Source: an optimization exercise on an open RTL-to-GDS flow (aim: small area). Production flows keep margins and buffers that such runs may drop.
Where RTL was checked, it was by simulation tests only, not by an equivalence proof against the original.
Power is estimated from default activity; no workload was simulated.

02-14:
==> module pmu_mccu, before the edit <==
module pmu_mccu (
    input  logic              clk_i,
    input  logic              rstn_i,
    input  logic [7:0]        events_i,
    input  logic              mccu_en_i,
    input  logic              mccu_softrst_i,
    input  logic              rp_i,
    input  logic [3:0]        update_quota_i,
    input  logic [63:0]       weights_i,
    input  logic [3:0][31:0]  limits_i,
    output logic [3:0][31:0]  quota_o,
    output logic [3:0]        exhausted_o
);
    for (genvar c = 0; c < 4; c++) begin : g_core
        logic [7:0] wa, wb;
        logic [8:0] wab;      
        logic [8:0] ca;
        logic ea, eb, s_a, s_b, s_ab;
        logic [8:0] costn;    
        logic [8:0] dlo;
        logic [32:9] z;       
        logic bw9, sat;
        logic sel_l;
        logic [31:0] d, q, nxt;
        logic ex;
        assign wa = weights_i[16*c +: 8];
        assign wb = weights_i[16*c+8 +: 8];
        assign ca[0] = 1'b0;
        for (genvar k = 0; k < 8; k++) begin : g_add
            assign wab[k]  = wa[k] ^ wb[k] ^ ca[k];
            assign ca[k+1] = (wa[k] & wb[k]) | (ca[k] & (wa[k] ^ wb[k]));
        end
        assign wab[8] = ca[8];
        assign ea   = mccu_en_i & events_i[c];
        assign eb   = mccu_en_i & events_i[c+4];
        assign s_a  = ea & ~eb;
        assign s_b  = ~ea & eb;
        assign s_ab = ea & eb;
        for (genvar k = 0; k < 9; k++) begin : g_cost
            if (k < 8) begin : g_w
                pmu_aoi222 u_c (.a1(s_a), .a2(wa[k]), .b1(s_b), .b2(wb[k]),
                                .c1(s_ab), .c2(wab[k]), .xn(costn[k]));
            end else begin : g_top
                assign costn[k] = ~(s_ab & wab[k]);
            end
        end
        logic [8:0] p, gn;
        logic [9:0] cy;
        assign cy[0] = 1'b1;
        for (genvar k = 0; k < 9; k++) begin : g_sub
            assign p[k]  = q[k] ^ costn[k];
            assign gn[k] = q[k] & costn[k];
            pmu_ao21 u_c (.a1(p[k]), .a2(cy[k]), .b1(gn[k]), .x(cy[k+1]));
            pmu_xor2 u_s (.a(p[k]), .b(cy[k]), .x(dlo[k]));
        end
        assign bw9 = ~cy[9];
        logic g;
        assign z[9] = 1'b1;
        assign sat = bw9 & z[32];
        assign g   = bw9 & ~z[32];
        assign d[8:0] = dlo;
        for (genvar k = 9; k < 32; k++) begin : g_dec
            pmu_qdec u_dec (.zi(z[k]), .q(q[k]), .g(g), .zo(z[k+1]), .d(d[k]));
        end
        logic sel_dl, sel_dh;
        assign sel_l  = ~mccu_softrst_i & update_quota_i[c];
        assign sel_dh = ~mccu_softrst_i & ~update_quota_i[c] & ~rp_i;
        assign sel_dl = sel_dh & ~sat;
        for (genvar k = 0; k < 32; k++) begin : g_nxt
            pmu_ao22 u_sel (.a1(sel_l), .a2(limits_i[c][k]), .b1((k < 9) ? sel_dl : sel_dh), .b2(d[k]), .x(nxt[k]));
        end
        always_ff @(posedge clk_i) begin
            q <= nxt;
        end
        always_ff @(posedge clk_i) begin
            ex <= (z[32] & ~|q[8:0]) | rp_i;
        end
        assign quota_o[c]     = q;
        assign exhausted_o[c] = ex;
    end
endmodule
export LEC_CHECK = 0
export CAP_MARGIN = 10
export CORE_MARGIN = 2
export CORE_UTILIZATION = 50
export CTS_BUF_LIST = sky130_fd_sc_hd__clkbuf_16
export CTS_CLUSTER_DIAMETER = 80
export CTS_CLUSTER_SIZE = 30
export SLEW_MARGIN = 10
export SYNTH_HIERARCHICAL = 1
export SYNTH_MINIMUM_KEEP_SIZE = 0
create_clock -name core_clock -period 6.0 [get_ports {clk_i}]
standard.sh (not shown) runs the stock make flow with config.mk's settings and CLKGATE_MAP_FILE= SYNTH_SCRIPT=/design/flow/synth_recipe.tcl, a recipe that flattens the netlist after the stock synthesis.
==> flow/flow/run.sh <==
#!/bin/bash
# Standard ORFS layout (the standard.sh) with two extra settings:
#  - port buffers use the smallest buffer instead of the default choice
#  - clock tree without dummy balancing loads
# Each ORFS step writes its own log under orfs/logs; make's output goes to standard.log.
set -euo pipefail
bash standard.sh \
  "BUFFER_PORTS_ARGS=-buffer_cell sky130_fd_sc_hd__buf_1" \
  "CTS_ARGS=-sink_clustering_enable -repair_clock_nets -sink_clustering_size 30 -sink_clustering_max_diameter 80 -buf_list sky130_fd_sc_hd__clkbuf_16 -dont_use_dummy_load" \
  finish > standard.log 2>&1
What 09-21 does differently from 02-14 at the input level:
-- flow/design.v --
<<< 02-14, line 355
            assign p[k]  = q[k] ^ costn[k];
            assign gn[k] = q[k] & costn[k];
            pmu_ao21 u_c (.a1(p[k]), .a2(cy[k]), .b1(gn[k]), .x(cy[k+1]));
            pmu_xor2 u_s (.a(p[k]), .b(cy[k]), .x(dlo[k]));
        end
        assign bw9 = ~cy[9];
>>> 09-21, line 355
            assign p[k]  = q[k] ^ costn[k];
            assign gn[k] = q[k] & costn[k];
            if (k == 0) begin : g_b0
                assign cy[1]  = p[0] | gn[0];
                assign dlo[0] = ~p[0];
            end else begin : g_bk
                pmu_ao21 u_c (.a1(p[k]), .a2(cy[k]), .b1(gn[k]), .x(cy[k+1]));
                pmu_xor2 u_s (.a(p[k]), .b(cy[k]), .x(dlo[k]));
            end
        end
        assign bw9 = ~cy[9];
<<< 02-14, line 365
        assign d[8:0] = dlo;
        for (genvar k = 9; k < 32; k++) begin : g_dec
            pmu_qdec u_dec (.zi(z[k]), .q(q[k]), .g(g), .zo(z[k+1]), .d(d[k]));
        end
        logic sel_dl, sel_dh;
>>> 09-21, line 370
        assign d[8:0] = dlo;
        for (genvar k = 9; k < 32; k++) begin : g_dec
            if (k == 9) begin : g_b9
                assign z[10] = ~q[9];
                assign d[9]  = q[9] ^ g;
            end else begin : g_bk
                pmu_qdec u_dec (.zi(z[k]), .q(q[k]), .g(g), .zo(z[k+1]), .d(d[k]));
            end
        end
        logic sel_dl, sel_dh;
Notes after the runs:
- 09-21 vs 02-14, top layer used by detailed routing: met5 vs met4
- Lower final cell count goes to 09-21 over 02-14.
- Higher part of the power in the clock network among 09-21 and 02-14: 09-21
- The final layout from 09-21, which completed every stage, passed the timing, DRC and antenna checks at the end of the flow.
- From 02-14 to 09-21 the numbers moved as follows: synthesis-to-finish area growth dropped 0.29 points, post-synthesis share of cell area spent on full adders, half adders and majority gates barely changed, proportion of cell area occupied by registers barely changed, setup slack climbed 82 ps.
- 09-21 and 02-14 ended up with nearly the same largest net degree at the start of global routing.
- Final clock period utilization by the worst path down 1.4 points in 09-21 wrt 02-14

========
pmu_top, a different RTL version from the one above (not shown whole).
Size in the first run: ~2700 cells after synthesis, ~660 flip-flops, about 110 I/O pins.
==> module pmu_qdec, before the edit <==
module pmu_qdec (
    input  logic zi,
    input  logic q,
    input  logic g,
    output logic zo,
    output logic d
);
    assign zo = zi & ~q;
    assign d  = q ^ (g & zi);
endmodule
==> module pmu_mccu, before the edit <==
module pmu_mccu (
    input  logic              clk_i,
    input  logic              rstn_i,
    input  logic [7:0]        events_i,
    input  logic              mccu_en_i,
    input  logic              mccu_softrst_i,
    input  logic [3:0]        update_quota_i,
    input  logic [63:0]       weights_i,
    input  logic [3:0][31:0]  limits_i,
    output logic [3:0][31:0]  quota_o,
    output logic [3:0]        exhausted_o
);
    for (genvar c = 0; c < 4; c++) begin : g_core
        logic [7:0] wa, wb;
        logic [8:0] wab;      
        logic [8:0] ca;
        logic ea, eb, s_a, s_b, s_ab;
        logic [8:0] costn;    
        logic [8:0] dlo;
        logic [32:9] z;       
        logic bw9, sat;
        logic sel_l;
        logic [31:0] d, q, nxt;
        logic ex;
        assign wa = weights_i[16*c +: 8];
        assign wb = weights_i[16*c+8 +: 8];
        assign ca[0] = 1'b0;
        for (genvar k = 0; k < 8; k++) begin : g_add
            assign wab[k]  = wa[k] ^ wb[k] ^ ca[k];
            assign ca[k+1] = (wa[k] & wb[k]) | (ca[k] & (wa[k] ^ wb[k]));
        end
        assign wab[8] = ca[8];
        assign ea   = mccu_en_i & events_i[c];
        assign eb   = mccu_en_i & events_i[c+4];
        assign s_a  = ea & ~eb;
        assign s_b  = ~ea & eb;
        assign s_ab = ea & eb;
        for (genvar k = 0; k < 9; k++) begin : g_cost
            if (k < 8) begin : g_w
                pmu_aoi222 u_c (.a1(s_a), .a2(wa[k]), .b1(s_b), .b2(wb[k]),
                                .c1(s_ab), .c2(wab[k]), .xn(costn[k]));
            end else begin : g_top
                assign costn[k] = ~(s_ab & wab[k]);
            end
        end
        logic [9:0] slo;
        assign slo = {1'b0, q[8:0]} + {1'b0, costn} + 10'd1;
        assign dlo = slo[8:0];
        assign bw9 = ~slo[9];
        logic g;
        assign z[9] = 1'b1;
        assign sat = bw9 & z[32];
        assign g   = bw9 & ~z[32];
        assign d[8:0] = dlo;
        for (genvar k = 9; k < 32; k++) begin : g_dec
            pmu_qdec u_dec (.zi(z[k]), .q(q[k]), .g(g), .zo(z[k+1]), .d(d[k]));
        end
        logic sel_dl, sel_dh;
        assign sel_l  = ~mccu_softrst_i & update_quota_i[c];
        assign sel_dh = ~mccu_softrst_i & ~update_quota_i[c];
        assign sel_dl = sel_dh & ~sat;
        for (genvar k = 0; k < 32; k++) begin : g_nxt
            pmu_ao22 u_sel (.a1(sel_l), .a2(limits_i[c][k]), .b1((k < 9) ? sel_dl : sel_dh), .b2(d[k]), .x(nxt[k]));
        end
        always_ff @(posedge clk_i or negedge rstn_i) begin
            if (!rstn_i) q <= '0;
            else         q <= nxt;
        end
        always_ff @(posedge clk_i or negedge rstn_i) begin
            if (!rstn_i) ex <= 1'b0;
            else         ex <= z[32] & ~|q[8:0];
        end
        assign quota_o[c]     = q;
        assign exhausted_o[c] = ex;
    end
endmodule
==> flow/config.mk <==
export PLATFORM = sky130hd
export DESIGN_NAME = pmu_top
export DESIGN_NICKNAME = pmu_top
export VERILOG_FILES = /design/flow/design.v
export SDC_FILE = /design/flow/constraint.sdc
export NUM_CORES = 4
export LEC_CHECK = 0
export CAP_MARGIN = 10
export CORE_MARGIN = 2
export CORE_UTILIZATION = 50
export CTS_BUF_LIST = sky130_fd_sc_hd__clkbuf_16
export CTS_CLUSTER_DIAMETER = 80
export CTS_CLUSTER_SIZE = 30
export SLEW_MARGIN = 10
export SYNTH_HIERARCHICAL = 1
export SYNTH_MINIMUM_KEEP_SIZE = 0
==> flow/constraint.sdc <==
create_clock -name core_clock -period 6.0 [get_ports {clk_i}]
set_input_delay 1.2000 -clock core_clock [delete_from_list [all_inputs] [get_ports {clk_i}]]
set_output_delay 1.2000 -clock core_clock [all_outputs]
set_load 0.01 [all_outputs]
Scripts as last shown in full above: flow/flow/run.sh
==> next run, changes <==
--- a/flow/design.v
+++ b/flow/design.v
@@ -71,22 +71,12 @@
     input  logic a1,
     input  logic a2,
     output logic xn
 );
     assign xn = ~(a1 & a2);
 endmodule
-module pmu_qdec (
-    input  logic zi,
-    input  logic q,
-    input  logic g,
-    output logic zo,
-    output logic d
-);
-    assign zo = zi & ~q;
-    assign d  = q ^ (g & zi);
-endmodule
 `timescale 1ns/1ns
 module pmu_regs (
     input  logic              clk_i,
     input  logic              rstn_i,
     input  logic [6:0]        s_awaddr_i,
     input  logic              s_awvalid_i,
@@ -340,17 +330,20 @@
         logic [9:0] slo;
         assign slo = {1'b0, q[8:0]} + {1'b0, costn} + 10'd1;
         assign dlo = slo[8:0];
         assign bw9 = ~slo[9];
         logic g;
         assign z[9] = 1'b1;
+        for (genvar k = 9; k < 32; k++) begin : g_z
+            assign z[k+1] = z[k] & ~q[k];
+        end
         assign sat = bw9 & z[32];
         assign g   = bw9 & ~z[32];
         assign d[8:0] = dlo;
         for (genvar k = 9; k < 32; k++) begin : g_dec
-            pmu_qdec u_dec (.zi(z[k]), .q(q[k]), .g(g), .zo(z[k+1]), .d(d[k]));
+            assign d[k] = q[k] ^ (g & z[k]);
         end
         logic sel_dl, sel_dh;
         assign sel_l  = ~mccu_softrst_i & update_quota_i[c];
         assign sel_dh = ~mccu_softrst_i & ~update_quota_i[c];
         assign sel_dl = sel_dh & ~sat;
         for (genvar k = 0; k < 32; k++) begin : g_nxt
Cell area is about the same.
Power goes up by 1.2%.
Utilization shrinks by 0.26 points.
Wire length goes up by 6.3%.
Setup slack degrades by 3.5 ps.
Critical path depth came out lower by 7.
Sequential share of layout area came out higher by 0.13 points.
Maximum frequency barely changes.
Clock-buffer cell count rises by 3.
Non-clock buffer count grows by 16.
Function not checked in the first run of this note: the RTL went through the layout flow alone.

what the ideal ports hide:
No port has a modelled driver above. Below, the same layouts with a new extraction and two added sets of constraints. Step 1 assumes that a clkbuf_16 drives the clock port and a buf_2 every other input. Step 2 times the ports against the registers' clock, not the clock port: input delays grow and output delays shrink by t, the midpoint of the rising clock arrivals with the driver on. a / b / c = ideal / step 1 / step 2; a / b = the first two.
| run | t (ns) | slack for setup (ns) | worst setup path at the end |
|---|---|---|---|
| 02-14 | 0.650 | 0.298 / 0.298 / 0.141 | input to register |
| 09-21 | 0.649 | 0.381 / 0.381 / 0.294 | input to register |
| the first run of note 2 | 0.661 | 0.330 / 0.330 / 0.330 | register to register |
| the second run of note 2 | 0.661 | 0.326 / 0.326 / 0.326 | register to register |
After both steps every run listed still meets setup and hold. For 02-14, which loses most, drivers alone change the setup slack by 0.000 ns; drivers and shift together by -0.157 ns.
